What follows belongs to an exercise in optimizing a design on an open flow for small area, a short achievable clock period and few clock cycles per item; a production flow would make more cautious choices.
Function was not checked in any run shown here: the RTL went through the layout flow alone.
Power and IR drop assume default switching activity.

==> design/flow/design.v <==
`default_nettype none
package div_pkg;
  localparam int xlen = 32;
  typedef enum logic [1:0] {
    OP_DIV  = 2'd0,
    OP_DIVU = 2'd1,
    OP_REM  = 2'd2,
    OP_REMU = 2'd3
  } div_op_e;
endpackage
`default_nettype wire
`timescale 1ns/1ps
`default_nettype none
module div_operand_prep
(
  input  logic        CLK,
  input  logic        RST_N,
  input  logic        in_valid,
  input  logic        in_ready,
  input  logic [31:0] in_a,
  input  logic [31:0] in_b,
  input  logic [1:0]  in_op,
  input  logic        recirc,
  input  logic [31:0] recirc_data,
  output logic        slot_valid,
  output logic [0:0]  slot_rem,
  output logic [31:0] slot_dq,
  output logic [31:0] slot_divisor,
  output logic        slot_neg,
  output logic        slot_take_rem
);
  logic        is_signed;
  logic        a_neg;
  logic        b_neg;
  logic        b_zero;
  logic [31:0] a_mag;
  logic [31:0] b_mag;
  logic        neg_d;
  logic        t0;
  logic        b_small;
  logic        ge0;
  always_comb begin
    is_signed = !in_op[0];
    a_neg     = is_signed & in_a[31];
    b_neg     = is_signed & in_b[31];
    b_zero    = (in_b == '0);
    a_mag = a_neg ? ('0 - in_a) : in_a;
    b_mag = b_neg ? ('0 - in_b) : in_b;
    neg_d = in_op[1] ? a_neg : ((a_neg ^ b_neg) & !b_zero);
    t0      = is_signed ? (in_a == 32'h8000_0000) : in_a[31];
    b_small = b_zero || (in_b == 32'd1) || (is_signed && (in_b == 32'hFFFF_FFFF));
    ge0     = b_small && (t0 || !in_b[0]);
  end
  always_ff @(posedge CLK) begin
    if (!RST_N) begin
      slot_valid <= 1'b0;
      slot_neg   <= 1'b0;
    end else begin
      slot_valid <= in_valid & in_ready;
      slot_neg   <= recirc | (in_valid & in_ready & neg_d);
    end
  end
  always_ff @(posedge CLK) begin
    slot_rem      <= t0 & !(ge0 & in_b[0]);
    slot_dq       <= {a_mag[30:0], ge0};
    slot_divisor  <= recirc ? recirc_data : b_mag;
    slot_take_rem <= in_op[1];
  end
endmodule
`default_nettype wire
`timescale 1ns/1ps
`default_nettype none
module div_step_stage
#(
  parameter int J0 = 0,
  parameter int K  = 2,
  parameter int SEL = 0,
  parameter int RI = (J0 < 1) ? 1 : J0,
  parameter int RO = (SEL != 0) ? 32 : J0 + K
)
(
  input  logic          CLK,
  input  logic          RST_N,
  input  logic          prev_valid,
  input  logic [RI-1:0] prev_rem,
  input  logic [31:0]   prev_dq,
  input  logic [31:0]   prev_divisor,
  input  logic          prev_neg,
  input  logic          prev_take_rem,
  output logic          next_valid,
  output logic [RO-1:0] next_rem,
  output logic [31:0]   next_dq,
  output logic [31:0]   next_divisor,
  output logic          next_neg,
  output logic          next_take_rem
);
  logic [31:0] rem [0:K];
  logic [31:0] dq  [0:K];
  assign rem[0] = (J0 == 0) ? 32'd0 : {{(32 - RI){1'b0}}, prev_rem};
  assign dq[0]  = prev_dq;
  for (genvar i = 0; i < K; i++) begin : g_step
    localparam int W = J0 + i + 1;
    logic [W-1:0] t;
    logic [W-1:0] d;
    logic         borrow;
    logic         hi_nz;
    logic         ge;
    if (W == 1) begin : g_t1
      assign t = dq[i][31];
    end else begin : g_tn
      assign t = {rem[i][W-2:0], dq[i][31]};
    end
    if (W < 32) begin : g_hi
      assign hi_nz = |prev_divisor[31:W];
    end else begin : g_nohi
      assign hi_nz = 1'b0;
    end
    assign {borrow, d} = {1'b0, t} - {1'b0, prev_divisor[W-1:0]};
    assign ge = !hi_nz && !borrow;
    if (W < 32) begin : g_rw
      assign rem[i+1] = {{(32 - W){1'b0}}, ge ? d : t};
    end else begin : g_rf
      assign rem[i+1] = ge ? d : t;
    end
    assign dq[i+1] = {dq[i][30:0], ge};
  end
  always_ff @(posedge CLK) begin
    if (!RST_N) begin
      next_valid <= 1'b0;
      next_neg   <= 1'b0;
    end else begin
      next_valid <= prev_valid;
      next_neg   <= prev_neg;
    end
  end
  if (SEL) begin : g_sel
    always_ff @(posedge CLK) begin
      next_rem <= prev_take_rem ? rem[K] : dq[K];
    end
    assign next_dq = '0;
  end else begin : g_nosel
    always_ff @(posedge CLK) begin
      next_rem <= rem[K][RO-1:0];
      next_dq  <= dq[K];
    end
  end
  always_ff @(posedge CLK) begin
    next_divisor  <= prev_divisor;
    next_take_rem <= prev_take_rem;
  end
endmodule
`default_nettype wire
`timescale 1ns/1ps
`default_nettype none
module div_result_fixup
#(
  parameter int DEPTH = 30,
  parameter int LAPW  = 5
)
(
  input  logic        CLK,
  input  logic        RST_N,
  input  logic        r_ready,
  output logic        in_ready,
  input  logic        prev_valid,
  input  logic [31:0] prev_mag,
  input  logic [31:0] prev_divisor,
  input  logic        prev_neg,
  output logic        recirc,
  output logic [31:0] result,
  output logic        r_valid,
  output logic [31:0] r_data
);
  logic        ring;
  logic        occupied;
  logic [LAPW-1:0] lap;
  logic        prev_head;
  logic        recirc_head;
  logic        space;
  logic        deliver;
  always_comb begin
    if (!prev_valid) begin
      result = prev_divisor;
    end else begin
      result = prev_neg ? ('0 - prev_mag) : prev_mag;
    end
  end
  assign occupied    = prev_valid | prev_neg;
  assign space       = !r_valid | r_ready;
  assign prev_head   = ring & (lap == '0);
  assign deliver     = occupied & space & (!ring | prev_head);
  assign recirc      = occupied & !deliver;
  assign recirc_head = recirc & (!ring | prev_head);
  assign in_ready    = !ring & !(occupied & !space);
  always_ff @(posedge CLK) begin
    if (recirc_head) begin
      lap <= DEPTH[LAPW-1:0];
    end else if (lap != '0) begin
      lap <= lap - 1'b1;
    end
  end
  always_ff @(posedge CLK) begin
    if (!RST_N) begin
      ring <= 1'b0;
    end else if (recirc_head) begin
      ring <= 1'b1;
    end else if (deliver & prev_head) begin
      ring <= 1'b0;
    end
  end
  always_ff @(posedge CLK) begin
    if (!RST_N) begin
      r_valid <= 1'b0;
    end else if (space) begin
      r_valid <= deliver;
    end
  end
  always_ff @(posedge CLK) begin
    if (deliver) begin
      r_data <= result;
    end
  end
endmodule
`default_nettype wire
`timescale 1ns/1ps
`default_nettype none
module div_top
(
  input  logic        CLK,
  input  logic        RST_N,
  input  logic        in_valid,
  output logic        in_ready,
  input  logic [31:0] in_a,
  input  logic [31:0] in_b,
  input  logic [1:0]  in_op,
  output logic        r_valid,
  input  logic        r_ready,
  output logic [31:0] r_data
);
  logic        recirc;
  logic [31:0] result;
  logic        s0_valid;
  logic [0:0] s0_rem;
  logic [31:0] s0_dq;
  logic [31:0] s0_divisor;
  logic        s0_neg;
  logic        s0_take_rem;
  logic        s1_valid;
  logic [2:0] s1_rem;
  logic [31:0] s1_dq;
  logic [31:0] s1_divisor;
  logic        s1_neg;
  logic        s1_take_rem;
  logic        s2_valid;
  logic [4:0] s2_rem;
  logic [31:0] s2_dq;
  logic [31:0] s2_divisor;
  logic        s2_neg;
  logic        s2_take_rem;
  logic        s3_valid;
  logic [5:0] s3_rem;
  logic [31:0] s3_dq;
  logic [31:0] s3_divisor;
  logic        s3_neg;
  logic        s3_take_rem;
  logic        s4_valid;
  logic [6:0] s4_rem;
  logic [31:0] s4_dq;
  logic [31:0] s4_divisor;
  logic        s4_neg;
  logic        s4_take_rem;
  logic        s5_valid;
  logic [7:0] s5_rem;
  logic [31:0] s5_dq;
  logic [31:0] s5_divisor;
  logic        s5_neg;
  logic        s5_take_rem;
  logic        s6_valid;
  logic [8:0] s6_rem;
  logic [31:0] s6_dq;
  logic [31:0] s6_divisor;
  logic        s6_neg;
  logic        s6_take_rem;
  logic        s7_valid;
  logic [9:0] s7_rem;
  logic [31:0] s7_dq;
  logic [31:0] s7_divisor;
  logic        s7_neg;
  logic        s7_take_rem;
  logic        s8_valid;
  logic [10:0] s8_rem;
  logic [31:0] s8_dq;
  logic [31:0] s8_divisor;
  logic        s8_neg;
  logic        s8_take_rem;
  logic        s9_valid;
  logic [11:0] s9_rem;
  logic [31:0] s9_dq;
  logic [31:0] s9_divisor;
  logic        s9_neg;
  logic        s9_take_rem;
  logic        s10_valid;
  logic [12:0] s10_rem;
  logic [31:0] s10_dq;
  logic [31:0] s10_divisor;
  logic        s10_neg;
  logic        s10_take_rem;
  logic        s11_valid;
  logic [13:0] s11_rem;
  logic [31:0] s11_dq;
  logic [31:0] s11_divisor;
  logic        s11_neg;
  logic        s11_take_rem;
  logic        s12_valid;
  logic [14:0] s12_rem;
  logic [31:0] s12_dq;
  logic [31:0] s12_divisor;
  logic        s12_neg;
  logic        s12_take_rem;
  logic        s13_valid;
  logic [15:0] s13_rem;
  logic [31:0] s13_dq;
  logic [31:0] s13_divisor;
  logic        s13_neg;
  logic        s13_take_rem;
  logic        s14_valid;
  logic [16:0] s14_rem;
  logic [31:0] s14_dq;
  logic [31:0] s14_divisor;
  logic        s14_neg;
  logic        s14_take_rem;
  logic        s15_valid;
  logic [17:0] s15_rem;
  logic [31:0] s15_dq;
  logic [31:0] s15_divisor;
  logic        s15_neg;
  logic        s15_take_rem;
  logic        s16_valid;
  logic [18:0] s16_rem;
  logic [31:0] s16_dq;
  logic [31:0] s16_divisor;
  logic        s16_neg;
  logic        s16_take_rem;
  logic        s17_valid;
  logic [19:0] s17_rem;
  logic [31:0] s17_dq;
  logic [31:0] s17_divisor;
  logic        s17_neg;
  logic        s17_take_rem;
  logic        s18_valid;
  logic [20:0] s18_rem;
  logic [31:0] s18_dq;
  logic [31:0] s18_divisor;
  logic        s18_neg;
  logic        s18_take_rem;
  logic        s19_valid;
  logic [21:0] s19_rem;
  logic [31:0] s19_dq;
  logic [31:0] s19_divisor;
  logic        s19_neg;
  logic        s19_take_rem;
  logic        s20_valid;
  logic [22:0] s20_rem;
  logic [31:0] s20_dq;
  logic [31:0] s20_divisor;
  logic        s20_neg;
  logic        s20_take_rem;
  logic        s21_valid;
  logic [23:0] s21_rem;
  logic [31:0] s21_dq;
  logic [31:0] s21_divisor;
  logic        s21_neg;
  logic        s21_take_rem;
  logic        s22_valid;
  logic [24:0] s22_rem;
  logic [31:0] s22_dq;
  logic [31:0] s22_divisor;
  logic        s22_neg;
  logic        s22_take_rem;
  logic        s23_valid;
  logic [25:0] s23_rem;
  logic [31:0] s23_dq;
  logic [31:0] s23_divisor;
  logic        s23_neg;
  logic        s23_take_rem;
  logic        s24_valid;
  logic [26:0] s24_rem;
  logic [31:0] s24_dq;
  logic [31:0] s24_divisor;
  logic        s24_neg;
  logic        s24_take_rem;
  logic        s25_valid;
  logic [27:0] s25_rem;
  logic [31:0] s25_dq;
  logic [31:0] s25_divisor;
  logic        s25_neg;
  logic        s25_take_rem;
  logic        s26_valid;
  logic [28:0] s26_rem;
  logic [31:0] s26_dq;
  logic [31:0] s26_divisor;
  logic        s26_neg;
  logic        s26_take_rem;
  logic        s27_valid;
  logic [29:0] s27_rem;
  logic [31:0] s27_dq;
  logic [31:0] s27_divisor;
  logic        s27_neg;
  logic        s27_take_rem;
  logic        s28_valid;
  logic [30:0] s28_rem;
  logic [31:0] s28_dq;
  logic [31:0] s28_divisor;
  logic        s28_neg;
  logic        s28_take_rem;
  logic        s29_valid;
  logic [31:0] s29_rem;
  logic [31:0] s29_dq;
  logic [31:0] s29_divisor;
  logic        s29_neg;
  logic        s29_take_rem;
  div_operand_prep u_operand_prep (
    .CLK           (CLK),
    .RST_N         (RST_N),
    .in_valid      (in_valid),
    .in_ready      (in_ready),
    .in_a          (in_a),
    .in_b          (in_b),
    .in_op         (in_op),
    .recirc        (recirc),
    .recirc_data   (result),
    .slot_valid    (s0_valid),
    .slot_rem      (s0_rem),
    .slot_dq       (s0_dq),
    .slot_divisor  (s0_divisor),
    .slot_neg      (s0_neg),
    .slot_take_rem (s0_take_rem)
  );
  div_step_stage #(.J0(1), .K(2), .SEL(0)) u_stage0 (
    .CLK           (CLK),
    .RST_N         (RST_N),
    .prev_valid    (s0_valid),
    .prev_rem      (s0_rem),
    .prev_dq       (s0_dq),
    .prev_divisor  (s0_divisor),
    .prev_neg      (s0_neg),
    .prev_take_rem (s0_take_rem),
    .next_valid    (s1_valid),
    .next_rem      (s1_rem),
    .next_dq       (s1_dq),
    .next_divisor  (s1_divisor),
    .next_neg      (s1_neg),
    .next_take_rem (s1_take_rem)
  );
  div_step_stage #(.J0(3), .K(2), .SEL(0)) u_stage1 (
    .CLK           (CLK),
    .RST_N         (RST_N),
    .prev_valid    (s1_valid),
    .prev_rem      (s1_rem),
    .prev_dq       (s1_dq),
    .prev_divisor  (s1_divisor),
    .prev_neg      (s1_neg),
    .prev_take_rem (s1_take_rem),
    .next_valid    (s2_valid),
    .next_rem      (s2_rem),
    .next_dq       (s2_dq),
    .next_divisor  (s2_divisor),
    .next_neg      (s2_neg),
    .next_take_rem (s2_take_rem)
  );
  div_step_stage #(.J0(5), .K(1), .SEL(0)) u_stage2 (
    .CLK           (CLK),
    .RST_N         (RST_N),
    .prev_valid    (s2_valid),
    .prev_rem      (s2_rem),
    .prev_dq       (s2_dq),
    .prev_divisor  (s2_divisor),
    .prev_neg      (s2_neg),
    .prev_take_rem (s2_take_rem),
    .next_valid    (s3_valid),
    .next_rem      (s3_rem),
    .next_dq       (s3_dq),
    .next_divisor  (s3_divisor),
    .next_neg      (s3_neg),
    .next_take_rem (s3_take_rem)
  );
  div_step_stage #(.J0(6), .K(1), .SEL(0)) u_stage3 (
    .CLK           (CLK),
    .RST_N         (RST_N),
    .prev_valid    (s3_valid),
    .prev_rem      (s3_rem),
    .prev_dq       (s3_dq),
    .prev_divisor  (s3_divisor),
    .prev_neg      (s3_neg),
    .prev_take_rem (s3_take_rem),
    .next_valid    (s4_valid),
    .next_rem      (s4_rem),
    .next_dq       (s4_dq),
    .next_divisor  (s4_divisor),
    .next_neg      (s4_neg),
    .next_take_rem (s4_take_rem)
  );
  div_step_stage #(.J0(7), .K(1), .SEL(0)) u_stage4 (
    .CLK           (CLK),
    .RST_N         (RST_N),
    .prev_valid    (s4_valid),
    .prev_rem      (s4_rem),
    .prev_dq       (s4_dq),
    .prev_divisor  (s4_divisor),
    .prev_neg      (s4_neg),
    .prev_take_rem (s4_take_rem),
    .next_valid    (s5_valid),
    .next_rem      (s5_rem),
    .next_dq       (s5_dq),
    .next_divisor  (s5_divisor),
    .next_neg      (s5_neg),
    .next_take_rem (s5_take_rem)
  );
  div_step_stage #(.J0(8), .K(1), .SEL(0)) u_stage5 (
    .CLK           (CLK),
    .RST_N         (RST_N),
    .prev_valid    (s5_valid),
    .prev_rem      (s5_rem),
    .prev_dq       (s5_dq),
    .prev_divisor  (s5_divisor),
    .prev_neg      (s5_neg),
    .prev_take_rem (s5_take_rem),
    .next_valid    (s6_valid),
    .next_rem      (s6_rem),
    .next_dq       (s6_dq),
    .next_divisor  (s6_divisor),
    .next_neg      (s6_neg),
    .next_take_rem (s6_take_rem)
  );
  div_step_stage #(.J0(9), .K(1), .SEL(0)) u_stage6 (
    .CLK           (CLK),
    .RST_N         (RST_N),
    .prev_valid    (s6_valid),
    .prev_rem      (s6_rem),
    .prev_dq       (s6_dq),
    .prev_divisor  (s6_divisor),
    .prev_neg      (s6_neg),
    .prev_take_rem (s6_take_rem),
    .next_valid    (s7_valid),
    .next_rem      (s7_rem),
    .next_dq       (s7_dq),
    .next_divisor  (s7_divisor),
    .next_neg      (s7_neg),
    .next_take_rem (s7_take_rem)
  );
  div_step_stage #(.J0(10), .K(1), .SEL(0)) u_stage7 (
    .CLK           (CLK),
    .RST_N         (RST_N),
    .prev_valid    (s7_valid),
    .prev_rem      (s7_rem),
    .prev_dq       (s7_dq),
    .prev_divisor  (s7_divisor),
    .prev_neg      (s7_neg),
    .prev_take_rem (s7_take_rem),
    .next_valid    (s8_valid),
    .next_rem      (s8_rem),
    .next_dq       (s8_dq),
    .next_divisor  (s8_divisor),
    .next_neg      (s8_neg),
    .next_take_rem (s8_take_rem)
  );
  div_step_stage #(.J0(11), .K(1), .SEL(0)) u_stage8 (
    .CLK           (CLK),
    .RST_N         (RST_N),
    .prev_valid    (s8_valid),
    .prev_rem      (s8_rem),
    .prev_dq       (s8_dq),
    .prev_divisor  (s8_divisor),
    .prev_neg      (s8_neg),
    .prev_take_rem (s8_take_rem),
    .next_valid    (s9_valid),
    .next_rem      (s9_rem),
    .next_dq       (s9_dq),
    .next_divisor  (s9_divisor),
    .next_neg      (s9_neg),
    .next_take_rem (s9_take_rem)
  );
  div_step_stage #(.J0(12), .K(1), .SEL(0)) u_stage9 (
    .CLK           (CLK),
    .RST_N         (RST_N),
    .prev_valid    (s9_valid),
    .prev_rem      (s9_rem),
    .prev_dq       (s9_dq),
    .prev_divisor  (s9_divisor),
    .prev_neg      (s9_neg),
    .prev_take_rem (s9_take_rem),
    .next_valid    (s10_valid),
    .next_rem      (s10_rem),
    .next_dq       (s10_dq),
    .next_divisor  (s10_divisor),
    .next_neg      (s10_neg),
    .next_take_rem (s10_take_rem)
  );
  div_step_stage #(.J0(13), .K(1), .SEL(0)) u_stage10 (
    .CLK           (CLK),
    .RST_N         (RST_N),
    .prev_valid    (s10_valid),
    .prev_rem      (s10_rem),
    .prev_dq       (s10_dq),
    .prev_divisor  (s10_divisor),
    .prev_neg      (s10_neg),
    .prev_take_rem (s10_take_rem),
    .next_valid    (s11_valid),
    .next_rem      (s11_rem),
    .next_dq       (s11_dq),
    .next_divisor  (s11_divisor),
    .next_neg      (s11_neg),
    .next_take_rem (s11_take_rem)
  );
  div_step_stage #(.J0(14), .K(1), .SEL(0)) u_stage11 (
    .CLK           (CLK),
    .RST_N         (RST_N),
    .prev_valid    (s11_valid),
    .prev_rem      (s11_rem),
    .prev_dq       (s11_dq),
    .prev_divisor  (s11_divisor),
    .prev_neg      (s11_neg),
    .prev_take_rem (s11_take_rem),
    .next_valid    (s12_valid),
    .next_rem      (s12_rem),
    .next_dq       (s12_dq),
    .next_divisor  (s12_divisor),
    .next_neg      (s12_neg),
    .next_take_rem (s12_take_rem)
  );
  div_step_stage #(.J0(15), .K(1), .SEL(0)) u_stage12 (
    .CLK           (CLK),
    .RST_N         (RST_N),
    .prev_valid    (s12_valid),
    .prev_rem      (s12_rem),
    .prev_dq       (s12_dq),
    .prev_divisor  (s12_divisor),
    .prev_neg      (s12_neg),
    .prev_take_rem (s12_take_rem),
    .next_valid    (s13_valid),
    .next_rem      (s13_rem),
    .next_dq       (s13_dq),
    .next_divisor  (s13_divisor),
    .next_neg      (s13_neg),
    .next_take_rem (s13_take_rem)
  );
  div_step_stage #(.J0(16), .K(1), .SEL(0)) u_stage13 (
    .CLK           (CLK),
    .RST_N         (RST_N),
    .prev_valid    (s13_valid),
    .prev_rem      (s13_rem),
    .prev_dq       (s13_dq),
    .prev_divisor  (s13_divisor),
    .prev_neg      (s13_neg),
    .prev_take_rem (s13_take_rem),
    .next_valid    (s14_valid),
    .next_rem      (s14_rem),
    .next_dq       (s14_dq),
    .next_divisor  (s14_divisor),
    .next_neg      (s14_neg),
    .next_take_rem (s14_take_rem)
  );
  div_step_stage #(.J0(17), .K(1), .SEL(0)) u_stage14 (
    .CLK           (CLK),
    .RST_N         (RST_N),
    .prev_valid    (s14_valid),
    .prev_rem      (s14_rem),
    .prev_dq       (s14_dq),
    .prev_divisor  (s14_divisor),
    .prev_neg      (s14_neg),
    .prev_take_rem (s14_take_rem),
    .next_valid    (s15_valid),
    .next_rem      (s15_rem),
    .next_dq       (s15_dq),
    .next_divisor  (s15_divisor),
    .next_neg      (s15_neg),
    .next_take_rem (s15_take_rem)
  );
  div_step_stage #(.J0(18), .K(1), .SEL(0)) u_stage15 (
    .CLK           (CLK),
    .RST_N         (RST_N),
    .prev_valid    (s15_valid),
    .prev_rem      (s15_rem),
    .prev_dq       (s15_dq),
    .prev_divisor  (s15_divisor),
    .prev_neg      (s15_neg),
    .prev_take_rem (s15_take_rem),
    .next_valid    (s16_valid),
    .next_rem      (s16_rem),
    .next_dq       (s16_dq),
    .next_divisor  (s16_divisor),
    .next_neg      (s16_neg),
    .next_take_rem (s16_take_rem)
  );
  div_step_stage #(.J0(19), .K(1), .SEL(0)) u_stage16 (
    .CLK           (CLK),
    .RST_N         (RST_N),
    .prev_valid    (s16_valid),
    .prev_rem      (s16_rem),
    .prev_dq       (s16_dq),
    .prev_divisor  (s16_divisor),
    .prev_neg      (s16_neg),
    .prev_take_rem (s16_take_rem),
    .next_valid    (s17_valid),
    .next_rem      (s17_rem),
    .next_dq       (s17_dq),
    .next_divisor  (s17_divisor),
    .next_neg      (s17_neg),
    .next_take_rem (s17_take_rem)
  );
  div_step_stage #(.J0(20), .K(1), .SEL(0)) u_stage17 (
    .CLK           (CLK),
    .RST_N         (RST_N),
    .prev_valid    (s17_valid),
    .prev_rem      (s17_rem),
    .prev_dq       (s17_dq),
    .prev_divisor  (s17_divisor),
    .prev_neg      (s17_neg),
    .prev_take_rem (s17_take_rem),
    .next_valid    (s18_valid),
    .next_rem      (s18_rem),
    .next_dq       (s18_dq),
    .next_divisor  (s18_divisor),
    .next_neg      (s18_neg),
    .next_take_rem (s18_take_rem)
  );
  div_step_stage #(.J0(21), .K(1), .SEL(0)) u_stage18 (
    .CLK           (CLK),
    .RST_N         (RST_N),
    .prev_valid    (s18_valid),
    .prev_rem      (s18_rem),
    .prev_dq       (s18_dq),
    .prev_divisor  (s18_divisor),
    .prev_neg      (s18_neg),
    .prev_take_rem (s18_take_rem),
    .next_valid    (s19_valid),
    .next_rem      (s19_rem),
    .next_dq       (s19_dq),
    .next_divisor  (s19_divisor),
    .next_neg      (s19_neg),
    .next_take_rem (s19_take_rem)
  );
  div_step_stage #(.J0(22), .K(1), .SEL(0)) u_stage19 (
    .CLK           (CLK),
    .RST_N         (RST_N),
    .prev_valid    (s19_valid),
    .prev_rem      (s19_rem),
    .prev_dq       (s19_dq),
    .prev_divisor  (s19_divisor),
    .prev_neg      (s19_neg),
    .prev_take_rem (s19_take_rem),
    .next_valid    (s20_valid),
    .next_rem      (s20_rem),
    .next_dq       (s20_dq),
    .next_divisor  (s20_divisor),
    .next_neg      (s20_neg),
    .next_take_rem (s20_take_rem)
  );
  div_step_stage #(.J0(23), .K(1), .SEL(0)) u_stage20 (
    .CLK           (CLK),
    .RST_N         (RST_N),
    .prev_valid    (s20_valid),
    .prev_rem      (s20_rem),
    .prev_dq       (s20_dq),
    .prev_divisor  (s20_divisor),
    .prev_neg      (s20_neg),
    .prev_take_rem (s20_take_rem),
    .next_valid    (s21_valid),
    .next_rem      (s21_rem),
    .next_dq       (s21_dq),
    .next_divisor  (s21_divisor),
    .next_neg      (s21_neg),
    .next_take_rem (s21_take_rem)
  );
  div_step_stage #(.J0(24), .K(1), .SEL(0)) u_stage21 (
    .CLK           (CLK),
    .RST_N         (RST_N),
    .prev_valid    (s21_valid),
    .prev_rem      (s21_rem),
    .prev_dq       (s21_dq),
    .prev_divisor  (s21_divisor),
    .prev_neg      (s21_neg),
    .prev_take_rem (s21_take_rem),
    .next_valid    (s22_valid),
    .next_rem      (s22_rem),
    .next_dq       (s22_dq),
    .next_divisor  (s22_divisor),
    .next_neg      (s22_neg),
    .next_take_rem (s22_take_rem)
  );
  div_step_stage #(.J0(25), .K(1), .SEL(0)) u_stage22 (
    .CLK           (CLK),
    .RST_N         (RST_N),
    .prev_valid    (s22_valid),
    .prev_rem      (s22_rem),
    .prev_dq       (s22_dq),
    .prev_divisor  (s22_divisor),
    .prev_neg      (s22_neg),
    .prev_take_rem (s22_take_rem),
    .next_valid    (s23_valid),
    .next_rem      (s23_rem),
    .next_dq       (s23_dq),
    .next_divisor  (s23_divisor),
    .next_neg      (s23_neg),
    .next_take_rem (s23_take_rem)
  );
  div_step_stage #(.J0(26), .K(1), .SEL(0)) u_stage23 (
    .CLK           (CLK),
    .RST_N         (RST_N),
    .prev_valid    (s23_valid),
    .prev_rem      (s23_rem),
    .prev_dq       (s23_dq),
    .prev_divisor  (s23_divisor),
    .prev_neg      (s23_neg),
    .prev_take_rem (s23_take_rem),
    .next_valid    (s24_valid),
    .next_rem      (s24_rem),
    .next_dq       (s24_dq),
    .next_divisor  (s24_divisor),
    .next_neg      (s24_neg),
    .next_take_rem (s24_take_rem)
  );
  div_step_stage #(.J0(27), .K(1), .SEL(0)) u_stage24 (
    .CLK           (CLK),
    .RST_N         (RST_N),
    .prev_valid    (s24_valid),
    .prev_rem      (s24_rem),
    .prev_dq       (s24_dq),
    .prev_divisor  (s24_divisor),
    .prev_neg      (s24_neg),
    .prev_take_rem (s24_take_rem),
    .next_valid    (s25_valid),
    .next_rem      (s25_rem),
    .next_dq       (s25_dq),
    .next_divisor  (s25_divisor),
    .next_neg      (s25_neg),
    .next_take_rem (s25_take_rem)
  );
  div_step_stage #(.J0(28), .K(1), .SEL(0)) u_stage25 (
    .CLK           (CLK),
    .RST_N         (RST_N),
    .prev_valid    (s25_valid),
    .prev_rem      (s25_rem),
    .prev_dq       (s25_dq),
    .prev_divisor  (s25_divisor),
    .prev_neg      (s25_neg),
    .prev_take_rem (s25_take_rem),
    .next_valid    (s26_valid),
    .next_rem      (s26_rem),
    .next_dq       (s26_dq),
    .next_divisor  (s26_divisor),
    .next_neg      (s26_neg),
    .next_take_rem (s26_take_rem)
  );
  div_step_stage #(.J0(29), .K(1), .SEL(0)) u_stage26 (
    .CLK           (CLK),
    .RST_N         (RST_N),
    .prev_valid    (s26_valid),
    .prev_rem      (s26_rem),
    .prev_dq       (s26_dq),
    .prev_divisor  (s26_divisor),
    .prev_neg      (s26_neg),
    .prev_take_rem (s26_take_rem),
    .next_valid    (s27_valid),
    .next_rem      (s27_rem),
    .next_dq       (s27_dq),
    .next_divisor  (s27_divisor),
    .next_neg      (s27_neg),
    .next_take_rem (s27_take_rem)
  );
  div_step_stage #(.J0(30), .K(1), .SEL(0)) u_stage27 (
    .CLK           (CLK),
    .RST_N         (RST_N),
    .prev_valid    (s27_valid),
    .prev_rem      (s27_rem),
    .prev_dq       (s27_dq),
    .prev_divisor  (s27_divisor),
    .prev_neg      (s27_neg),
    .prev_take_rem (s27_take_rem),
    .next_valid    (s28_valid),
    .next_rem      (s28_rem),
    .next_dq       (s28_dq),
    .next_divisor  (s28_divisor),
    .next_neg      (s28_neg),
    .next_take_rem (s28_take_rem)
  );
  div_step_stage #(.J0(31), .K(1), .SEL(1)) u_stage28 (
    .CLK           (CLK),
    .RST_N         (RST_N),
    .prev_valid    (s28_valid),
    .prev_rem      (s28_rem),
    .prev_dq       (s28_dq),
    .prev_divisor  (s28_divisor),
    .prev_neg      (s28_neg),
    .prev_take_rem (s28_take_rem),
    .next_valid    (s29_valid),
    .next_rem      (s29_rem),
    .next_dq       (s29_dq),
    .next_divisor  (s29_divisor),
    .next_neg      (s29_neg),
    .next_take_rem (s29_take_rem)
  );
  div_result_fixup #(.DEPTH(29), .LAPW(5)) u_result_fixup (
    .CLK           (CLK),
    .RST_N         (RST_N),
    .r_ready       (r_ready),
    .in_ready      (in_ready),
    .prev_valid    (s29_valid),
    .prev_mag      (s29_rem),
    .prev_divisor  (s29_divisor),
    .prev_neg      (s29_neg),
    .recirc        (recirc),
    .result        (result),
    .r_valid       (r_valid),
    .r_data        (r_data)
  );
endmodule
`default_nettype wire
==> design/flow/run.sh <==
#!/bin/bash
# synth_recipe.tcl (not shown) runs the flow's synth.tcl, then flattens the netlist and writes it again
# the make line also repeats each setting of config.mk as NAME=value (left out here)
make -C /OpenROAD-flow-scripts/flow DESIGN_CONFIG=/design/flow/config.mk WORK_HOME=/design/flow/orfs CLKGATE_MAP_FILE= SYNTH_SCRIPT=/design/flow/synth_recipe.tcl finish
==> design/flow/config.mk <==
export PLATFORM = sky130hd
export DESIGN_NAME = div_top
export DESIGN_NICKNAME = div_top
export VERILOG_FILES = /design/flow/design.v
export SDC_FILE = /design/flow/constraint.sdc
export NUM_CORES = 4
export LEC_CHECK = 0
export CAP_MARGIN = 20
export CORE_MARGIN = 2
export CORE_UTILIZATION = 40
export CTS_CLUSTER_DIAMETER = 100
export CTS_CLUSTER_SIZE = 32
export SETUP_SLACK_MARGIN = 3.8
export SLEW_MARGIN = 20
==> design/flow/constraint.sdc <==
create_clock -name core_clock -period 7.0 [get_ports {CLK}]
set_input_delay 1.4000 -clock core_clock [delete_from_list [all_inputs] [get_ports {CLK}]]
set_output_delay 1.4000 -clock core_clock [all_outputs]
set_load 0.01 [all_outputs]
==> impl_metrics.tcl, run 1 <==
set metrics [dict create \
    status "complete, no violations" \
    p_per_area_nw_per_um2 326.2 \
    max_clock_freq_mhz 269.6 \
    first_global_vias 52970 \
    root_buffer "clkbuf_16" \
    routabilityCongestion 0.8731 \
    tightest_slew_ns 1.236 \
    synth_flop_cell "dfxtp_1" \
    cts.sinks 2538 \
    drtPass1Iterations 5 \
    syn_nets 8445 \
    hold_viol 0 \
    min_period_ns 3.710 \
    dp_slack_ns 1.701 \
    nFillCells 19400 \
    synth_seq_area_share_pct 59.18 \
    start_util_pct 40.25 \
    vias 53390 \
    path_buf_inv 3 \
    fin_area_sq_um 98830 \
    drc 0 \
    regArea_sq_um 51200 \
    async_flop_share_pct 0 \
    clockBufferDepth 3 \
    die_width_um 468.7 \
    grt_start_max_net_pins 63 \
    crit_slowest_cell "or4_4" \
    cts_buffers 97 \
    path_class "reg2reg" \
    antenna_left 0 \
    power.static_leakage_nw 43.29 \
    ctsHoldBuffers 0 \
    drt-wirelength-per-cell_um 16.28 \
    detail_route.iter0.violations 2925 \
    grt_use_met1_pct 20.58 \
    syn_avg_cell_area_sq_um 11.06 \
    setup_ws_ns 3.290 \
    die_y_um 468.7 \
    antenna_found_initial 14 \
    htreeDepth 3 \
    drt_wl_total_um 179500 \
    endpoint_kind "flop" \
    tns_ns 0 \
    syn2layout_area_growth_pct 14.40 \
    cts_tree "yes" \
    rsz0062_at_grt "true" \
    clk-insertion-delay-late_ns 0.78 \
    grt_pass1_wl_um 280500 \
    layout_common_cells "2462 x dfxtp_1, 690 x inv_1, 500 x ha_1, 478 x nand2_1, 429 x o21ai_0" \
    instances_no_fill 11020 \
    slew_violations 0 \
    placed_cells 10660 \
    critPathTopFamily "compound AO/OA/AOI/OAI gates" \
    track_usage_pct 15.73 \
    skew_ns 0.06478 \
    top_usage_layer "met2" \
    synth.distinct_cells 97 \
    critPathRequiredTime_ns 7.67 \
    ys_ff_latch 2538 \
    drive_gt1_share_pct 12.55 \
    io-pin-count 104 \
    placementRows 170 \
    drv_cap 0 \
    synth_cells 7812 \
    worstPathArrival_ns 4.38 \
    hpwlAfterDp_um 127300 \
    overflow 0 \
    synth-edff-count 32 \
    final_common_cell "dfxtp_1" \
    crit_path_cell_trace "inv_2 -> ha_4 -> fa_2 -> nor2b_4 -> o31a_4 -> o221a_4 -> o211ai_4 -> a211o_1 -> a21oi_2 -> a211o_2 -> a2111oi_4 -> buf_4 -> or4_4 -> buf_12 -> mux2_4" \
    critPathLaunchType "flop" \
    io_buffers 103 \
    vdd_drop_max_uv 198.2 \
    multiInputGateArea_sq_um 34380 \
    dieArea_sq_um 219700 \
    clkTransAtPathRegs_ns 0.11 \
    setup_viol 0 \
    timing.slew.headroom_pct 17.60 \
    cpPeakStageDelay_ns 0.58 \
    dpl_cell_area_sq_um 90820 \
    core_sq_um 214600 \
    syn_area_sq_um 86390 \
    nNetsFinal 8782 \
    holdCritPathClass "reg2reg" \
    r2r_slack_ns 3.29 \
    crit_fanout 6 \
    gr-usage-met2_pct 27.57 \
    use_met3_pct 1.723 \
    finalCritPeriodShare_pct 52.99 \
    synth_warnings 89 \
    viasPerCell 4.843 \
    final_util_pct 46.05 \
]
## layer usage
| metal | vias up | wire length [um] |
|---|---|---|
| met1 | 25410 | 82400 |
| met2 | 683 | 86310 |
| met4 | 0 | 4300 |
| met3 | 228 | 6508 |
| met5 | - | 0 |
| li1 | 27070 | - |
## cell usage after synthesis (83+ instances only)
library cell | count | area share (%)
nor4_1 | 108 | 0.78
o21ai_0 | 488 | 2.8
dfxtp_1 | 2506 | 58
clkbuf_1 | 84 | 0.36
nor3_1 | 109 | 0.63
xnor2_1 | 270 | 2.7
a21o_1 | 137 | 1.2
xor2_1 | 206 | 2.1
nand3_1 | 83 | 0.48
nand2_1 | 492 | 2.1
inv_1 | 704 | 3.1
a21oi_1 | 412 | 2.4
nor2b_1 | 102 | 0.74
ha_1 | 532 | 7.7
nor2_1 | 354 | 1.5
mux2_2 | 214 | 2.8
## per-stage QoR
step / hold WS (ns) / power [W]
floorplan: 0.3096 / 0.02216
global placement: 0.3095 / 0.02371
detailed placement: 0.3121 / 0.02388
CTS: 0.3064 / 0.03198
global route: 0.2979 / 0.03405
finish: 0.3036 / 0.03224
## kinds of logic (layout without fill, tap and decap cells)
logic type | after synthesis | after routing | share of synthesized area, %
multiplexers | 307 | 307 | 4.081
AND/OR/NAND/NOR | 1614 | 1617 | 9.106
XOR/XNOR | 476 | 476 | 4.826
AO/OA/AOI/OAI | 1491 | 1494 | 10.69
other | 0 | 2 | 0
adder cells (fa/ha/maj) | 563 | 563 | 8.423
buffers and inverters | 823 | 1189 | 3.693
flip-flops | 2538 | 2538 | 59.18
## layout make-up
| class | count | share of cell area [%] |
|---|---|---|
| inverters | 705 | 2.690 |
| diodes | 2 | 0.005064 |
| flip-flops and latches | 2538 | 51.80 |
| well taps | 2838 | 3.593 |
| clock buffers | 107 | 2.556 |
| repair buffers | 350 | 4.104 |
| multi-input cells | 4457 | 34.79 |
| clock inverters | 27 | 0.4596 |
## path summary, 6_finish.rpt
| path | start | endpoint | cells past startpoint |
|---|---|---|---|
| max reg2reg | u_stage25.next_dq[31]$_DFF_P_ | u_stage26.next_rem[23]$_DFF_P_ | 15 |
| min | u_stage6.next_dq[23]$_DFF_P_ | u_stage7.next_dq[24]$_DFF_P_ | 0 |
| max | u_stage25.next_dq[31]$_DFF_P_ | u_stage26.next_rem[23]$_DFF_P_ | 15 |
| min reg2reg | u_stage6.next_dq[23]$_DFF_P_ | u_stage7.next_dq[24]$_DFF_P_ | 0 |
## where the power goes
| part | internal (W) | switching, W | total, W | leakage [nW] |
|---|---|---|---|---|
| Sequential | 0.0159 | 0.000889 | 0.0168 | 21.2 |
| Combinational | 0.00396 | 0.00432 | 0.00828 | 20.6 |
| Clock | 0.00277 | 0.00443 | 0.00720 | 1.45 |
## what timing repair did
item	4_1_cts	5_1_grt
setup endpoints to repair	437	480
endpoints found under the hold margin	0	0
gates resized for setup	354	319
pin swaps	132	132
cloned	25	18
buffers inserted	113	72
==> inputs of run 2 (changes only) <==
--- a/design/flow/config.mk
+++ b/design/flow/config.mk
@@ -11,4 +11,4 @@
 export CTS_CLUSTER_DIAMETER = 100
 export CTS_CLUSTER_SIZE = 32
-export SETUP_SLACK_MARGIN = 3.8
+export SETUP_SLACK_MARGIN = 4.1
 export SLEW_MARGIN = 20
==> run 2 against run 1 <==
Still clean; maximum frequency is 3.2% higher; sequential share of layout area is 2.4 points lower; count of clock-buffer cells in the layout is 3 lower; first-iteration DRC count is 7.5% lower; synthesized cell count stayed put; sequential power hardly changed; non-clock buffer count is 232 higher; hold slack worse by 0.0049 ns; register-to-register slack better by 0.12 ns; highest routed layer unchanged.
==> impl_metrics.tcl, run 2 <==
set metrics [dict create \
    status "complete, no violations" \
    drive_gt1_share_pct 20.38 \
    holdCritPathClass "reg2reg" \
    drt_wl_total_um 189200 \
    antenna_found_initial 17 \
    critPathLaunchType "flop" \
    synth_top_cells_by_area "dfxtp_1 58%, ha_1 7.7%, inv_1 3.1%, o21ai_0 2.8%, mux2_2 2.8%" \
    nFillCells 18890 \
    die_width_um 468.7 \
    async_flop_share_pct 0 \
    synthAdderAreaFrac_pct 8.423 \
    syn_avg_cell_area_sq_um 11.06 \
    power_w 0.03320 \
    final_common_cell "dfxtp_1" \
    hold_ws_ns 0.2987 \
    clockBufferDepth 3 \
    detail_route.iter0.violations 2707 \
    yosysMostFrequentCell "dfxtp_1" \
    routabilityCongestion 0.8635 \
    synth_cells 7812 \
    start_util_pct 40.25 \
    hold_viol 0 \
    placementRows 170 \
    root_buffer "clkbuf_16" \
    power.static_leakage_nw 45.25 \
    critPathRequiredTime_ns 7.67 \
    antenna_left 0 \
    synth_top_family_by_area "compound AO/OA/AOI/OAI gates" \
    synth_top_cell_by_area "dfxtp_1" \
    path_class "reg2reg" \
    die_y_um 468.7 \
    min_period_ns 3.594 \
    clkTransAtPathRegs_ns 0.11 \
    synth_commonest_cells "2506 x dfxtp_1, 704 x inv_1, 532 x ha_1, 492 x nand2_1, 488 x o21ai_0" \
    setup_viol 0 \
    core_sq_um 214600 \
    slew_violations 0 \
    crit_fanout 7 \
    dieArea_sq_um 219700 \
    io-pin-count 104 \
    skew_ns 0.06805 \
    synth_warnings 89 \
    worstPathArrival_ns 4.27 \
    synthMuxAreaShare_pct 4.081 \
    drc 0 \
    vias 54970 \
    yosys.area.top_type_share_pct 58.07 \
    nNetsFinal 9023 \
    cpPeakStageDelay_ns 0.39 \
    endpoint_kind "flop" \
    drv_cap 0 \
    syn2layout_area_growth_pct 20.25 \
    synth.distinct_cells 97 \
    synth_compound_area_share_pct 10.69 \
    clk-insertion-delay-late_ns 0.78 \
    drtPass1Iterations 5 \
    wl_met1_um 83900 \
    crit_path_cell_trace "inv_1 -> ha_2 -> fa_2 -> nor2b_4 -> o31a_4 -> o221a_4 -> o211ai_4 -> a211o_1 -> a21oi_4 -> a211o_4 -> a2111oi_4 -> buf_4 -> or4_4 -> buf_12 -> mux2_4" \
    dr_wl_met3_um 6843 \
    top_layer "met4" \
    rsz0062_at_grt "true" \
    tightest_slew_ns 1.222 \
    drt-wirelength-per-cell_um 16.79 \
    p_per_area_nw_per_um2 319.5 \
    wl_met2_um 93410 \
    layout_common_cells "2388 x dfxtp_1, 660 x inv_1, 458 x ha_1, 384 x nand2_1, 347 x a21oi_1" \
    ys_ff_latch 2538 \
    first_global_vias 54780 \
    cts_tree "yes" \
    synth_flop_cell "dfxtp_1" \
    ctsHoldBuffers 0 \
    htreeDepth 3 \
    max_clock_freq_mhz 278.3 \
    grt_pass1_wl_um 290200 \
    synth_seq_area_share_pct 59.18 \
    timing.slew.headroom_pct 18.52 \
    overflow 0 \
    viasPerCell 4.880 \
    syn_nets 8445 \
    track_usage_pct 16.37 \
    cts_buffers 97 \
    vdd_drop_max_uv 208.3 \
    grt_start_max_net_pins 63 \
    crit_slowest_cell "a2111oi_4" \
    cts.sinks 2538 \
    hpwlAfterDp_um 126300 \
    synth-simple-area-share_pct 9.106 \
    syn_area_sq_um 86390 \
    io_buffers 103 \
    synth_xor_xnor_area_share_pct 4.826 \
    finalCritPeriodShare_pct 51.34 \
    tns_ns 0 \
    synth-edff-count 32 \
]
[run 2: worst paths after layout]
path	start	to	slack, ns	cells after the start
max	u_stage25.next_dq[31]$_DFF_P_	u_stage26.next_rem[28]$_DFF_P_	3.41	15
min	u_stage23.next_dq[28]$_DFF_P_	u_stage24.next_dq[29]$_DFF_P_	0.30	0
max reg2reg	u_stage25.next_dq[31]$_DFF_P_	u_stage26.next_rem[28]$_DFF_P_	3.41	15
min reg2reg	u_stage23.next_dq[28]$_DFF_P_	u_stage24.next_dq[29]$_DFF_P_	0.30	0
[run 2: critical path, delay by kind of cell, from the launching register on]
| family | cells | cell delay [ns] |
|---|---|---|
| adder cells (fa/ha/maj) | 2 | 0.43 |
| flip-flops | 1 | 0.31 |
| AND/OR/NAND/NOR | 2 | 0.21 |
| buffers and inverters | 3 | 0.40 |
| multiplexers | 1 | 0.29 |
| AO/OA/AOI/OAI | 7 | 1.86 |
[run 2: through the flow]
step,setup WS (ns),utilization [%],instance area [sq um],cells
floorplan,3.781,-,87120,7812
global placement,2.014,42.54,91300,10660
detailed placement,2.046,42.54,91300,10660
CTS,3.331,46.63,100100,11110
global route,3.317,48.40,103900,11260
finish,3.406,48.40,103900,11260
[run 2: cell type report]
class / count / area, sq um / area share, %
Multi-Input combinational cell: 4466 / 36840 / 35.46
Antenna cell: 2 / 5.005 / 0.004818
Inverter: 705 / 2664 / 2.564
Tap cell: 2838 / 3551 / 3.418
Clock inverter: 29 / 467.9 / 0.4505
Clock buffer: 104 / 2496 / 2.403
Timing Repair Buffer: 582 / 6546 / 6.302
Sequential cell: 2538 / 51310 / 49.39
[run 2: cell families after synthesis]
group           Yosys count
mux                     307
simple gates           1614
compound gates         1491
fa+ha+maj               563
xor+xnor                476
flops                  2538
buf+inv                 823
[run 2: routing by layer]
layer,up-vias,GRT usage [%]
met5,-,0
met4,0,4.955
met3,289,2.135
met2,800,29.14
met1,26270,20.52
li1,27610,-
[run 2: report_power, final]
part | total [W] | internal, W | switching [W]
clock | 0.00716 | 0.00274 | 0.00443
combinational | 0.00917 | 0.00445 | 0.00472
sequential | 0.0169 | 0.0159 | 0.000978
[run 2: what timing repair did]
action / in CTS / in global routing
setup endpoints to repair: 613 / 569
buffers inserted: 266 / 134
gates cloned: 52 / 21
resized for setup: 806 / 704
hold endpoints to repair: 0 / 0
pin swaps: 210 / 301
==> inputs of run 3 (changes only) <==
--- a/design/flow/config.mk
+++ b/design/flow/config.mk
@@ -11,4 +11,4 @@
 export CTS_CLUSTER_DIAMETER = 100
 export CTS_CLUSTER_SIZE = 32
-export SETUP_SLACK_MARGIN = 4.1
+export SETUP_SLACK_MARGIN = 3.6
 export SLEW_MARGIN = 20
==> run 3 against run 2 <==
Worst setup slack better by 0.041 ns; sequential cell count unchanged; synthesized cell count unchanged; highest routed layer unchanged; sequential share of layout area up 3.6 points; sequential power about the same; largest cell class unchanged; largest power group unchanged; routed wire length down 7.8%; combinational power down 18%; design area down 7.1%; critical path depth unchanged; global-route usage down 0.88 points; critical path type unchanged.
==> impl_metrics.tcl, run 3 <==
set metrics [dict create \
    rsz0062_at_grt "true" \
    yosysMostFrequentCell "dfxtp_1" \
    vdd_drop_max_uv 237.2 \
    switching_share_pct 29.62 \
    track_usage_pct 15.49 \
    power_w 0.03149 \
    cts_tree "yes" \
    status "complete, no violations" \
    drt_wl_total_um 174400 \
    die_width_um 468.7 \
    p_per_area_nw_per_um2 326.2 \
    critPathRequiredTime_ns 7.67 \
    p_switching_w 0.009327 \
    synth_commonest_cells "2506 x dfxtp_1, 704 x inv_1, 532 x ha_1, 492 x nand2_1, 488 x o21ai_0" \
    p_comb_share_pct 23.8 \
    syn_avg_cell_area_sq_um 11.06 \
    synth-simple-area-share_pct 9.106 \
    first_global_vias 52440 \
    root_buffer "clkbuf_16" \
    seq_power_share_pct 53.3 \
    p_int_w 0.02216 \
    viasPerCell 4.828 \
    htreeDepth 3 \
    synthMuxAreaShare_pct 4.081 \
    yosys.area.top_type_share_pct 58.07 \
    setup_viol 0 \
    overflow 0 \
    endpoint_kind "flop" \
    antenna_found_initial 12 \
    syn2layout_area_growth_pct 11.75 \
    io_buffers 103 \
    synth-edff-count 32 \
    synth_top_cells_by_area "dfxtp_1 58%, ha_1 7.7%, inv_1 3.1%, o21ai_0 2.8%, mux2_2 2.8%" \
    drc 0 \
    synthAdderAreaFrac_pct 8.423 \
    power.static_leakage_nw 42.36 \
    drv_cap 0 \
    synth_xor_xnor_area_share_pct 4.826 \
    synth_cells 7812 \
    ys_ff_latch 2538 \
    drive_gt1_share_pct 9.559 \
    nNetsFinal 8683 \
    detail_route.iter0.violations 2855 \
    syn_nets 8445 \
    skew_ns 0.06177 \
    max_clock_freq_mhz 281.5 \
    instances_no_fill 10930 \
    path_class "reg2reg" \
    core_sq_um 214600 \
    grt_start_max_net_pins 63 \
    hold_viol 0 \
    synth_compound_area_share_pct 10.69 \
    path_buf_inv 3 \
    cts.sinks 2538 \
    layout_common_cells "2480 x dfxtp_1, 698 x inv_1, 523 x ha_1, 491 x nand2_1, 469 x o21ai_0" \
    final_common_cell "dfxtp_1" \
    grt_pass1_wl_um 276500 \
    antenna_left 0 \
    holdCritPathClass "reg2reg" \
    synth_flop_cell "dfxtp_1" \
    finalCritPeriodShare_pct 50.75 \
    cts_buffers 97 \
    timing.slew.headroom_pct 22.95 \
    dp_slack_ns 2.470 \
    routabilityCongestion 0.8744 \
    synth_top_family_by_area "compound AO/OA/AOI/OAI gates" \
    synth_seq_area_share_pct 59.18 \
    synth.distinct_cells 97 \
    clockPowerShare_pct 22.9 \
    hpwlAfterDp_um 128100 \
    worstPathArrival_ns 4.23 \
    crit_path_cell_trace "inv_2 -> ha_4 -> fa_2 -> nor2b_4 -> o31a_4 -> o221a_4 -> o211ai_4 -> a211o_1 -> a21oi_2 -> a211o_2 -> a2111oi_4 -> buf_4 -> or4_4 -> buf_12 -> mux2_4" \
    tightest_slew_ns 1.156 \
    crit_slowest_cell "or4_4" \
    clkTransAtPathRegs_ns 0.11 \
    synth_top_cell_by_area "dfxtp_1" \
    critPathTopFamily "compound AO/OA/AOI/OAI gates" \
    min_period_ns 3.553 \
    die_y_um 468.7 \
    clk-insertion-delay-late_ns 0.78 \
    drtPass1Iterations 5 \
    placementRows 170 \
    clockBufferDepth 3 \
    dieArea_sq_um 219700 \
    critPathLaunchType "flop" \
    syn_area_sq_um 86390 \
    synth_warnings 89 \
    async_flop_share_pct 0 \
    tns_ns 0 \
    start_util_pct 40.25 \
    vias 52750 \
    setup_ws_ns 3.447 \
    drt-wirelength-per-cell_um 15.96 \
    hold_ws_ns 0.3085 \
    cpPeakStageDelay_ns 0.55 \
    io-pin-count 104 \
    placed_cells 10660 \
    slew_violations 0 \
    crit_fanout 8 \
]
==> run 3: final timing paths <==
path | to | slack [ns] | from | cells after the start
worst max-delay path | u_stage26.next_rem[28]$_DFF_P_ | 3.45 | u_stage25.next_dq[31]$_DFF_P_ | 15
worst min-delay path | u_stage4.next_dq[30]$_DFF_P_ | 0.31 | u_stage3.next_dq[29]$_DFF_P_ | 0
worst max register to register | u_stage26.next_rem[28]$_DFF_P_ | 3.45 | u_stage25.next_dq[31]$_DFF_P_ | 15
worst min register to register | u_stage4.next_dq[30]$_DFF_P_ | 0.31 | u_stage3.next_dq[29]$_DFF_P_ | 0
==> run 3: layout make-up <==
cell class | instances | area (sq um)
clock inverter | 31 | 504.2
antenna | 2 | 5.005
inverter | 705 | 2646
timing repair buffer | 255 | 2819
clock buffer | 105 | 2500
sequential | 2538 | 51160
multi-input combinational | 4453 | 33350
fill | 19680 | 118100
tap | 2838 | 3551
==> run 3: stage by stage <==
step | instance area (sq um) | util (%)
6_report | 96540 | 44.98
5_1_grt | 96540 | 44.98
4_1_cts | 95310 | 44.41
3_5_place_dp | 90770 | 42.29
3_3_place_gp | 90740 | 42.28
2_1_floorplan | 86400 | -
==> run 3: power groups by stage <==
stage               clock [W]  sequential [W]  combinational (W)
floorplan                   0          0.0167            0.00550
global placement            0          0.0171            0.00660
detailed placement          0          0.0171            0.00678
CTS                   0.00752          0.0168            0.00724
global route          0.00802          0.0169            0.00839
finish                0.00722          0.0168            0.00750
==> run 3: routing by layer <==
metal,vias to the layer above,wire [um],GRT usage (%)
met4,0,3825,4.141
met2,679,83740,27.02
met5,-,0,0
met1,25000,81560,20.30
li1,26840,-,-
met3,234,5239,1.658
==> run 3: repair_timing <==
action | CTS | global route
gates resized for setup | 164 | 181
hold buffers | 0 | 0
pin swaps | 55 | 67
setup endpoints to repair | 364 | 408
gates cloned | 13 | 7
setup buffers | 61 | 46
==> run 3: cell families after synthesis <==
| logic type | Yosys count |
|---|---|
| xor+xnor | 476 |
| compound gates | 1491 |
| fa+ha+maj | 563 |
| flops | 2538 |
| mux | 307 |
| buf+inv | 823 |
| simple gates | 1614 |
==> inputs of run 4 (changes only) <==
--- a/design/flow/config.mk
+++ b/design/flow/config.mk
@@ -11,4 +11,5 @@
 export CTS_CLUSTER_DIAMETER = 100
 export CTS_CLUSTER_SIZE = 32
+export PLACE_DENSITY = 0.72
 export SETUP_SLACK_MARGIN = 3.6
 export SLEW_MARGIN = 20
==> run 4 against run 3 <==
Worst setup slack got worse by 0.061 ns; non-clock buffer count did not move; still clean; largest power group unchanged; area after synthesis stayed put; via count rose by 2.0%.
==> impl_metrics.tcl, run 4 <==
set metrics [dict create \
    core_sq_um 214600 \
    vdd_drop_max_uv 243.4 \
    io_buffers 103 \
    crit_path_cell_trace "inv_2 -> ha_4 -> fa_2 -> nor2b_4 -> o31a_4 -> o221a_4 -> o211ai_4 -> a211o_1 -> a21oi_2 -> a211o_2 -> a2111oi_4 -> buf_4 -> or4_4 -> clkbuf_16 -> mux2_4" \
    syn_nets 8445 \
    drt_wl_total_um 171700 \
    crit_slowest_cell "or4_4" \
    yosysMostFrequentCell "dfxtp_1" \
    io-pin-count 104 \
    drtPass1Iterations 7 \
    min_period_ns 3.614 \
    r2r_start "u_stage25.next_dq[31]$_DFF_P_" \
    slew_violations 0 \
    drt-wirelength-per-cell_um 15.71 \
    viasPerCell 4.922 \
    crit_fanout 4 \
    clkTransAtPathRegs_ns 0.12 \
    track_usage_pct 15.16 \
    synth_commonest_cells "2506 x dfxtp_1, 704 x inv_1, 532 x ha_1, 492 x nand2_1, 488 x o21ai_0" \
    ys_ff_latch 2538 \
    placementRows 170 \
    syn2layout_area_growth_pct 11.57 \
    layout_common_cells "2492 x dfxtp_1, 695 x inv_1, 522 x ha_1, 489 x nand2_1, 466 x o21ai_0" \
    dieArea_sq_um 219700 \
    finalCritPeriodShare_pct 51.62 \
    cts.sinks 2538 \
    first_global_vias 53810 \
    nNetsFinal 8685 \
    p_per_area_nw_per_um2 328.5 \
    r2r_slack_ns 3.39 \
    clockBufferDepth 3 \
    final_util_pct 44.91 \
    synth_cells 7812 \
    drc 0 \
    vias 53800 \
    endpoint_kind "flop" \
    status "complete, no violations" \
    root_buffer "clkbuf_16" \
    regArea_sq_um 51150 \
    tightest_slew_ns 1.152 \
    timing.slew.headroom_pct 23.19 \
    start_util_pct 40.25 \
    detail_route.iter0.violations 3461 \
    synth-edff-count 32 \
    tns_ns 0 \
    critPathLaunchType "flop" \
    syn_area_sq_um 86390 \
    yosys.area.top_type_share_pct 58.07 \
    syn_avg_cell_area_sq_um 11.06 \
    htreeDepth 3 \
    async_flop_share_pct 0 \
    ctsHoldBuffers 0 \
    critPathRequiredTime_ns 7.68 \
    die_y_um 468.7 \
    fin_area_sq_um 96380 \
    worstSetupStartpoint "u_stage25.next_dq[31]$_DFF_P_" \
    holdCritPathClass "reg2reg" \
    power.static_leakage_nw 42.33 \
    skew_ns 0.05316 \
    dp_slack_ns 2.146 \
    die_width_um 468.7 \
    synth_warnings 89 \
    setup_viol 0 \
    cts_tree "yes" \
    hp-start "u_stage26.next_dq[21]$_DFF_P_" \
    synth_top_cell_by_area "dfxtp_1" \
    antenna_left 0 \
    worstPathArrival_ns 4.29 \
    routabilityCongestion 0.9110 \
    dpl_cell_area_sq_um 90730 \
    cts_buffers 97 \
    synth_top_cells_by_area "dfxtp_1 58%, ha_1 7.7%, inv_1 3.1%, o21ai_0 2.8%, mux2_2 2.8%" \
    hold_viol 0 \
    cpPeakStageDelay_ns 0.55 \
    synth.distinct_cells 97 \
    antenna_found_initial 10 \
    power_w 0.03166 \
    nFillCells 19370 \
    synth_seq_area_share_pct 59.18 \
    grt_pass1_wl_um 272900 \
    overflow 0 \
    multiInputGateArea_sq_um 33280 \
    rsz0062_at_grt "true" \
    setup_ws_ns 3.386 \
    path_class "reg2reg" \
    drive_gt1_share_pct 9.530 \
    grt_start_max_net_pins 63 \
    final_common_cell "dfxtp_1" \
    max_clock_freq_mhz 276.7 \
    drv_cap 0 \
    clk-insertion-delay-late_ns 0.80 \
    hpwlAfterDp_um 124700 \
    synth_flop_cell "dfxtp_1" \
]
==> run 4: cell counts after synthesis <==
Identical to the previous run, type by type.
==> run 4: what timing repair did <==
action                                  4_1_cts  5_1_grt
gates cloned                                 12        8
setup buffers                                64       45
endpoints found under the setup margin      374      399
gates resized for setup                     151      183
pin swaps                                    45       76
==> run 4: worst paths after layout <==
path,end,cells past startpoint
setup / recovery,u_stage26.next_rem[26]$_DFF_P_,15
setup reg to reg,u_stage26.next_rem[26]$_DFF_P_,15
hold reg to reg,u_stage27.next_dq[22]$_DFF_P_,0
hold / removal,u_stage27.next_dq[22]$_DFF_P_,0
==> run 4: routing by layer <==
metal / vias to the layer above / share of wire, % / GRT usage (%) / wire, um
li1: 26870 / - / - / -
met1: 25590 / 44 / 18.59 / 74690
met2: 1048 / 49 / 27.00 / 83690
met3: 287 / 4.9 / 2.385 / 8348
met4: 2 / 2.9 / 4.896 / 4944
met5: - / 0.0047 / 0 / 8
==> run 4: power by group <==
part | leakage [nW] | internal [W] | total [W] | switching [W]
registers | 21.2 | 0.0159 | 0.0167 | 0.000872
clock network | 1.45 | 0.00280 | 0.00718 | 0.00438
logic | 19.7 | 0.00361 | 0.00774 | 0.00413
==> run 4: cell families after synthesis <==
group / synth area share [%]
AO/OA/AOI/OAI: 10.69
XOR/XNOR: 4.826
adder cells (fa/ha/maj): 8.423
buffers and inverters: 3.693
flip-flops: 59.18
multiplexers: 4.081
AND/OR/NAND/NOR: 9.106
==> run 4: through the flow <==
stage	instances	hold WS, ns
3_3_place_gp	10660	0.3095
3_5_place_dp	10660	0.3121
5_1_grt	10930	0.3151
2_1_floorplan	7812	0.3096
6_report	10930	0.2842
4_1_cts	10880	0.2932
==> run 4: layout make-up <==
cell class | count | area share, %
clock buffers | 104 | 2.577
repair buffers | 255 | 2.882
flip-flops and latches | 2538 | 53.07
diodes | 2 | 0.005193
clock inverters | 33 | 0.5154
multi-input cells | 4455 | 34.52
inverters | 705 | 2.746
well taps | 2838 | 3.684
==> run 4: critical path, delay by kind of cell (launching register included) <==
family / cells / cell delay (ns)
adders and majority gates: 2 / 0.51
and+or+nand+nor: 2 / 0.68
AOI/OAI and AO/OA: 7 / 1.28
muxes: 1 / 0.29
buffers and inverters: 3 / 0.38
DFF: 1 / 0.34
==> inputs of run 5 (changes only) <==
==> design/flow/config.mk (replaced) <==
export PLATFORM = sky130hd
export DESIGN_NAME = div_top
export DESIGN_NICKNAME = div_top
export VERILOG_FILES = /design/flow/design.v
export SDC_FILE = /design/flow/constraint.sdc
export NUM_CORES = 4
export LEC_CHECK = 0
export CAP_MARGIN = 5
export CORE_MARGIN = 2
export CORE_UTILIZATION = 40
export CTS_CLUSTER_DIAMETER = 100
export CTS_CLUSTER_SIZE = 28
export SETUP_SLACK_MARGIN = 3.6
export SLEW_MARGIN = 5
==> run 5 against run 4 <==
Register-to-register slack better by 0.10 ns; hold slack better by 0.031 ns; total power is 0.10% higher; largest cell class unchanged.
==> impl_metrics.tcl, run 5 <==
set metrics [dict create \
    status "complete, no violations" \
    drt_wl_total_um 174000 \
    detail_route.iter0.violations 2626 \
    synth_flop_cell "dfxtp_1" \
    htreeDepth 3 \
    clkTransAtPathRegs_ns 0.10 \
    critPathLaunchType "flop" \
    regArea_sq_um 51150 \
    vdd_drop_max_uv 217.3 \
    syn_area_sq_um 86390 \
    synth_warnings 89 \
    grt_start_max_net_pins 63 \
    hold_ws_ns 0.3149 \
    die_width_um 468.7 \
    setup_viol 0 \
    crit_path_cell_trace "inv_2 -> ha_4 -> fa_2 -> nor2b_4 -> o31a_4 -> o221a_4 -> o211ai_4 -> a211o_1 -> a21oi_4 -> a211o_4 -> a2111oi_4 -> buf_4 -> or4_4 -> buf_12 -> mux2_4" \
    power_w 0.03170 \
    drtPass1Iterations 7 \
    syn_avg_cell_area_sq_um 11.06 \
    syn_nets 8445 \
    hold_viol 0 \
    yosysMostFrequentCell "dfxtp_1" \
    synth.distinct_cells 97 \
    ys_ff_latch 2538 \
    cts_tree "yes" \
    endpoint_kind "flop" \
    drive_gt1_share_pct 9.488 \
    routabilityCongestion 0.8744 \
    cts_buffers 107 \
    track_usage_pct 15.50 \
    synth_cells 7812 \
    hpwlAfterDp_um 127900 \
    io-pin-count 104 \
    finalCritPeriodShare_pct 50.19 \
    placementRows 170 \
    grt_pass1_wl_um 276600 \
    root_buffer "clkbuf_16" \
    overflow 0 \
    die_y_um 468.7 \
    holdCritPathClass "reg2reg" \
    viasPerCell 4.834 \
    nNetsFinal 8684 \
    r2r_start "u_stage25.next_dq[31]$_DFF_P_" \
    timing.slew.headroom_pct 16.93 \
    layout_common_cells "2491 x dfxtp_1, 696 x inv_1, 519 x ha_1, 489 x nand2_1, 466 x o21ai_0" \
    drv_cap 0 \
    start_util_pct 40.25 \
    core_sq_um 214600 \
    crit_fanout 8 \
    worstSetupStartpoint "u_stage25.next_dq[31]$_DFF_P_" \
    hp-start "u_stage24.next_dq[14]$_DFF_P_" \
    cts.sinks 2538 \
    min_period_ns 3.513 \
    slew_violations 0 \
    synth_commonest_cells "2506 x dfxtp_1, 704 x inv_1, 532 x ha_1, 492 x nand2_1, 488 x o21ai_0" \
    power.static_leakage_nw 42.37 \
    yosys.area.top_type_share_pct 58.07 \
    tns_ns 0 \
    synth-edff-count 32 \
    io_buffers 103 \
    syn2layout_area_growth_pct 11.83 \
    synth_seq_area_share_pct 59.18 \
    path_class "reg2reg" \
    crit_slowest_cell "or4_4" \
    synth_top_cell_by_area "dfxtp_1" \
    first_global_vias 52520 \
    clk-insertion-delay-late_ns 0.80 \
    drc 0 \
    max_clock_freq_mhz 284.6 \
    skew_ns 0.06467 \
    dieArea_sq_um 219700 \
    antenna_left 0 \
    rsz0062_at_grt "true" \
    nFillCells 19610 \
    antennaDiodeCount 0 \
    clockBufferDepth 3 \
    critPathRequiredTime_ns 7.67 \
    tightest_slew_ns 1.246 \
    cpPeakStageDelay_ns 0.53 \
    final_common_cell "dfxtp_1" \
    antenna_found_initial 10 \
    drt-wirelength-per-cell_um 15.93 \
    vias 52800 \
    async_flop_share_pct 0 \
    multiInputGateArea_sq_um 33440 \
    synth_top_cells_by_area "dfxtp_1 58%, ha_1 7.7%, inv_1 3.1%, o21ai_0 2.8%, mux2_2 2.8%" \
    p_per_area_nw_per_um2 328.1 \
    worstPathArrival_ns 4.18 \
]
run 5: cell counts after synthesis:
No cell type changed its count.
run 5: report_power, final:
part	switching (W)	total [W]	internal, W
sequential	0.000904	0.0168	0.0159
clock	0.00440	0.00730	0.00290
combinational	0.00404	0.00763	0.00359
run 5: worst paths after layout:
kind | cells after the start | slack (ns) | end
setup / recovery | 15 | 3.49 | u_stage26.next_rem[22]$_DFF_P_
hold / removal | 0 | 0.31 | u_stage25.next_dq[15]$_DFF_P_
setup reg to reg | 15 | 3.49 | u_stage26.next_rem[22]$_DFF_P_
hold reg to reg | 0 | 0.31 | u_stage25.next_dq[15]$_DFF_P_
run 5: critical path, delay by kind of cell (launching register included):
family | cells | cell delay (ns)
fa+ha+maj | 2 | 0.53
compound gates | 7 | 1.26
mux | 1 | 0.29
flops | 1 | 0.33
buf+inv | 3 | 0.38
simple gates | 2 | 0.66
run 5: repair_timing:
item,4_1_cts,5_1_grt
gates resized for setup,185,174
buffers inserted,58,41
setup endpoints to repair,365,411
gates cloned,14,6
hold buffers,0,0
pin swaps,74,75
run 5: through the flow:
stage               util [%]  worst slack (ns)  area [sq um]  instances
CTS                    44.49             3.389         95480      10880
global route           45.02             3.376         96610      10920
floorplan                  -             3.644         86400       7812
detailed placement     42.28             2.410         90740      10660
global placement       42.28             2.443         90740      10660
finish                 45.02             3.487         96610      10920
run 5: layer usage:
| layer | track usage, % | up-vias | part of all wire (%) |
|---|---|---|---|
| met5 | 0 | - | 0 |
| met4 | 4.087 | 0 | 2.3 |
| met3 | 1.740 | 232 | 3.4 |
| met1 | 20.24 | 25040 | 46 |
| met2 | 27.10 | 710 | 48 |
| li1 | - | 26820 | - |
run 5: cell families (layout without fill, tap and decap cells):
logic type | Yosys count | count (layout) | share of synthesized area (%)
muxes | 307 | 307 | 4.081
and+or+nand+nor | 1614 | 1615 | 9.106
DFF | 2538 | 2538 | 59.18
AOI/OAI and AO/OA | 1491 | 1492 | 10.69
adders and majority gates | 563 | 563 | 8.423
buffers and inverters | 823 | 1093 | 3.693
xor gates and xnor gates | 476 | 476 | 4.826
run 5: cell type report:
class	count	area share [%]
clock buffer	117	2.841
clock inverter	25	0.3613
inverter	705	2.739
multi-input combinational	4453	34.62
sequential	2538	52.94
tap	2838	3.675
timing repair buffer	246	2.823

## separate check: timing with driven ports
The results above use ideal ports. As a check the final layouts listed here were re-extracted and re-timed, cells and wires unchanged.
Step 1 assumes that a clkbuf_16 drives the clock port and a buf_2 every other input.
Step 2 adds t to the input delays and takes it off the output delays; t is the mean of the earliest and latest rising clock arrival at the registers after step 1. Input paths then give back, and output paths get back, about the clock's delay inside the block.
Three values: ideal ports, drivers, drivers and shift; two values: the first two.
run | t, ns | setup WS [ns] | worst setup path after step 2 | worst slew at a driven data input, ns
run 1 | 0.839 | 3.290 / 3.290 / 3.102 | input to register | 0.07
run 2 | 0.841 | 3.406 / 3.406 / 3.376 | input to register | 0.06
run 3 | 0.850 | 3.447 / 3.447 / 2.914 | input to register | 0.06
run 4 | 0.842 | 3.386 / 3.386 / 2.957 | input to register | 0.10
run 5 | 0.852 | 3.487 / 3.487 / 2.905 | input to register | 0.06
After both steps setup and hold are still met in every run listed. For run 5, which loses most, drivers alone change the setup slack by 0.000 ns; drivers and shift together by -0.582 ns.
